From an optimization exercise on the open Yosys and OpenROAD flow, aimed at small area and a short achievable clock period; shortcuts taken in it are not production practice.
The RTL was checked by simulation tests, not by an equivalence proof against the original design.
Power figures rest on the tool's default switching activity, not on a simulated workload.

## AL
==> flow/design.v (excerpt) <==
module datapath_unit #(
  parameter int DATA_W    = datapath_pkg::DATA_W,
  parameter int RF_DEPTH  = 1 << datapath_pkg::RF_AW,
  parameter int RAM_DEPTH = 1 << datapath_pkg::RAM_AW
) (
  input  logic                         Clk,
  input  logic                         Reset,
  input  logic [2:0]                   ALU_s,
  input  logic [$clog2(RAM_DEPTH)-1:0] D_addr,
  input  logic                         D_wr,
  input  logic [$clog2(RF_DEPTH)-1:0]  RF_Ra_addr,
  input  logic [$clog2(RF_DEPTH)-1:0]  RF_Rb_addr,
  input  logic                         RF_WenA,
  input  logic                         RF_WenB,
  output logic [DATA_W-1:0]            Ra_data,
  output logic [DATA_W-1:0]            Rb_data,
  output logic [DATA_W-1:0]            ALU_Out,
  output logic                         ALU_Z,
  output logic [DATA_W-1:0]            D_rdata
);
Size: about 9000 cells after synthesis, about 4500 flip-flops, roughly 89 I/O pins, about 160000 um^2 of cells after synthesis.
make LEC_CHECK=0 CAP_MARGIN=20 CELL_PAD_IN_SITES_DETAIL_PLACEMENT=1 CELL_PAD_IN_SITES_GLOBAL_PLACEMENT=1 CORE_MARGIN=2 CORE_UTILIZATION=45 CTS_CLUSTER_DIAMETER=90 CTS_CLUSTER_SIZE=25 SETUP_SLACK_MARGIN=3.2 SLEW_MARGIN=20 SYNTH_HIERARCHICAL=1 SYNTH_MINIMUM_KEEP_SIZE=0 TNS_END_PERCENT=15 finish   # period 6.5 ns
run.sh (not shown) runs the stock make flow with config.mk's settings and CLKGATE_MAP_FILE= SYNTH_SCRIPT=/design/flow/synth_recipe.tcl, a recipe that flattens the netlist after the stock synthesis.
[inputs] MS vs AL
Settings: changing TNS_END_PERCENT from 15 to 5; setting GPL_TIMING_DRIVEN to 0 for the first time.
--- outcome ---
MS finished end to end and its layout was clean on timing, DRC and antenna.
MS vs AL, timing startpoint of the critical path: RF_Rb_addr[0] vs RF_Ra_addr[1]
Final cell area: MS above AL
As of MS, wire length had risen slightly compared to AL.
NOTE: power density over the cells in MS falls short of that of AL
The estimated power of MS ends up higher than the estimate for AL.
Diff AL -> MS: first-pass GRT wire length went down by about 0.35%; clock power essentially unchanged; number of clock-tree buffers in the layout dropped 48; non-clock buffer count in the final layout now sits lower; number of cells on the critical path up 1.
AL and MS ended up with nearly the same number of synthesized flops with an enable pin.


Setup of try-zinc:
datapath_unit again, from the RTL that the note above started with.
==> flow/config.mk <==
export PLATFORM = sky130hd
export DESIGN_NAME = datapath_unit
export DESIGN_NICKNAME = datapath_unit
export VERILOG_FILES = /design/flow/design.v
export SDC_FILE = /design/flow/constraint.sdc
export NUM_CORES = 4
export LEC_CHECK = 0
export CAP_MARGIN = 20
export CELL_PAD_IN_SITES_DETAIL_PLACEMENT = 1
export CELL_PAD_IN_SITES_GLOBAL_PLACEMENT = 1
export CORE_MARGIN = 2
export CORE_UTILIZATION = 45
export CTS_CLUSTER_DIAMETER = 90
export CTS_CLUSTER_SIZE = 25
export PLACE_DENSITY = 0.68
export SETUP_SLACK_MARGIN = 3.2
export SLEW_MARGIN = 20
export SYNTH_HIERARCHICAL = 1
export SYNTH_MINIMUM_KEEP_SIZE = 0
export TNS_END_PERCENT = 5
==> flow/constraint.sdc <==
create_clock -name core_clock -period 6.5 [get_ports {Clk}]
set_input_delay 1.3000 -clock core_clock [delete_from_list [all_inputs] [get_ports {Clk}]]
set_output_delay 1.3000 -clock core_clock [all_outputs]
set_load 0.01 [all_outputs]
Setup changes, try-zinc to try-sierra
Settings: setting GPL_TIMING_DRIVEN to 0 for the first time; changing TNS_END_PERCENT from 5 to 0; removing PLACE_DENSITY (formerly 0.68).
==> summary.txt <==
Worst-case vdd ir drop: try-sierra vs try-zinc down 23%
The count of nets after finishing of try-sierra is lower than that of try-zinc.
Taking try-zinc as the reference point, the post-layout worst setup margin of try-sierra rises by 33 ps.
Compared with try-zinc, try-sierra shows cell area that has gone up slightly.
Post-placement setup slack in try-sierra is 210 ps lower than in try-zinc
Area added between synthesis and finish in try-sierra is 0.69 points above try-zinc.
The inputs of try-nickel differ from those of try-sierra as listed below.
Settings: GPL_TIMING_DRIVEN no longer set, was 0.
==> summary.txt <==
Lower ratio of cells with drive above 1 in the final layout goes to try-nickel over try-sierra.
On total power after layout, try-nickel does better than try-sierra.
From try-sierra to try-nickel the numbers moved as follows: total met3 wirelength after detailed routing decreased by about 4% relative to the old numbers; cell area after placement decreased by about 0.64% relative to the old numbers; fraction of power consumed by combinational cells decreased by 0.6 points relative to the old numbers; cell area decreased by 3500 um2 relative to the old numbers.
d_rdata_q[2]$_DFF_PP0_ as the endpoint of the most critical setup path was reported by try-sierra, and d_rdata_q[5]$_DFF_PP0_ by try-nickel.
Setup changes, try-nickel to try-yarrow
Settings: TNS_END_PERCENT changed from 0 to 5.
Findings:
- What try-yarrow reported for maximum resistive drop on vdd has to be multiplied by 0.867 to get the figure for try-nickel.
- Diff try-nickel -> try-yarrow: aggregate routed wire length now larger; share of cell area taken by multi-input logic gates +0.36 points; average via count per standard cell up 0.34%.
- The run showing the smaller final non-filler cell total is try-nickel.
- Sort try-nickel and try-yarrow by layout overhead on the synthesized area asc -> top: try-nickel

static timing again, ports no longer ideal:
The flow's constraints put no driver on any port. The routed layouts listed below were extracted and timed again, unchanged, in two steps.
Step 1, drivers: a clkbuf_16 drives Clk and a buf_2 each remaining input, both assumed.
Step 2, shift: input delay + t, output delay - t, t = (earliest + latest rising clock arrival at the registers) / 2. This alone moves slack from input paths to output paths.
Slacks: ideal / step 1 / step 2; pairs: ideal / step 1.
run	t (ns)	setup slack, ns	hold slack, ns	pins driven straight from the clock port
AL	1.079	2.739 / 2.588 / 1.719	0.519 / 0.519 / 0.519	1
MS	1.070	2.826 / 2.491 / 1.814	0.514 / 0.514 / 0.514	1
try-zinc	1.038	2.683 / 2.524 / 1.873	0.520 / 0.520 / 0.520	1
try-sierra	1.071	2.716 / 2.556 / 1.633	0.514 / 0.514 / 0.514	1
try-nickel	1.072	2.686 / 2.627 / 1.595	0.515 / 0.515 / 0.515	1
try-yarrow	1.079	2.788 / 2.539 / 1.798	0.519 / 0.519 / 0.519	1
After both steps setup and hold are still met in every run listed. For try-nickel, which loses most, drivers alone change the setup slack by -0.059 ns; drivers and shift together by -1.091 ns.
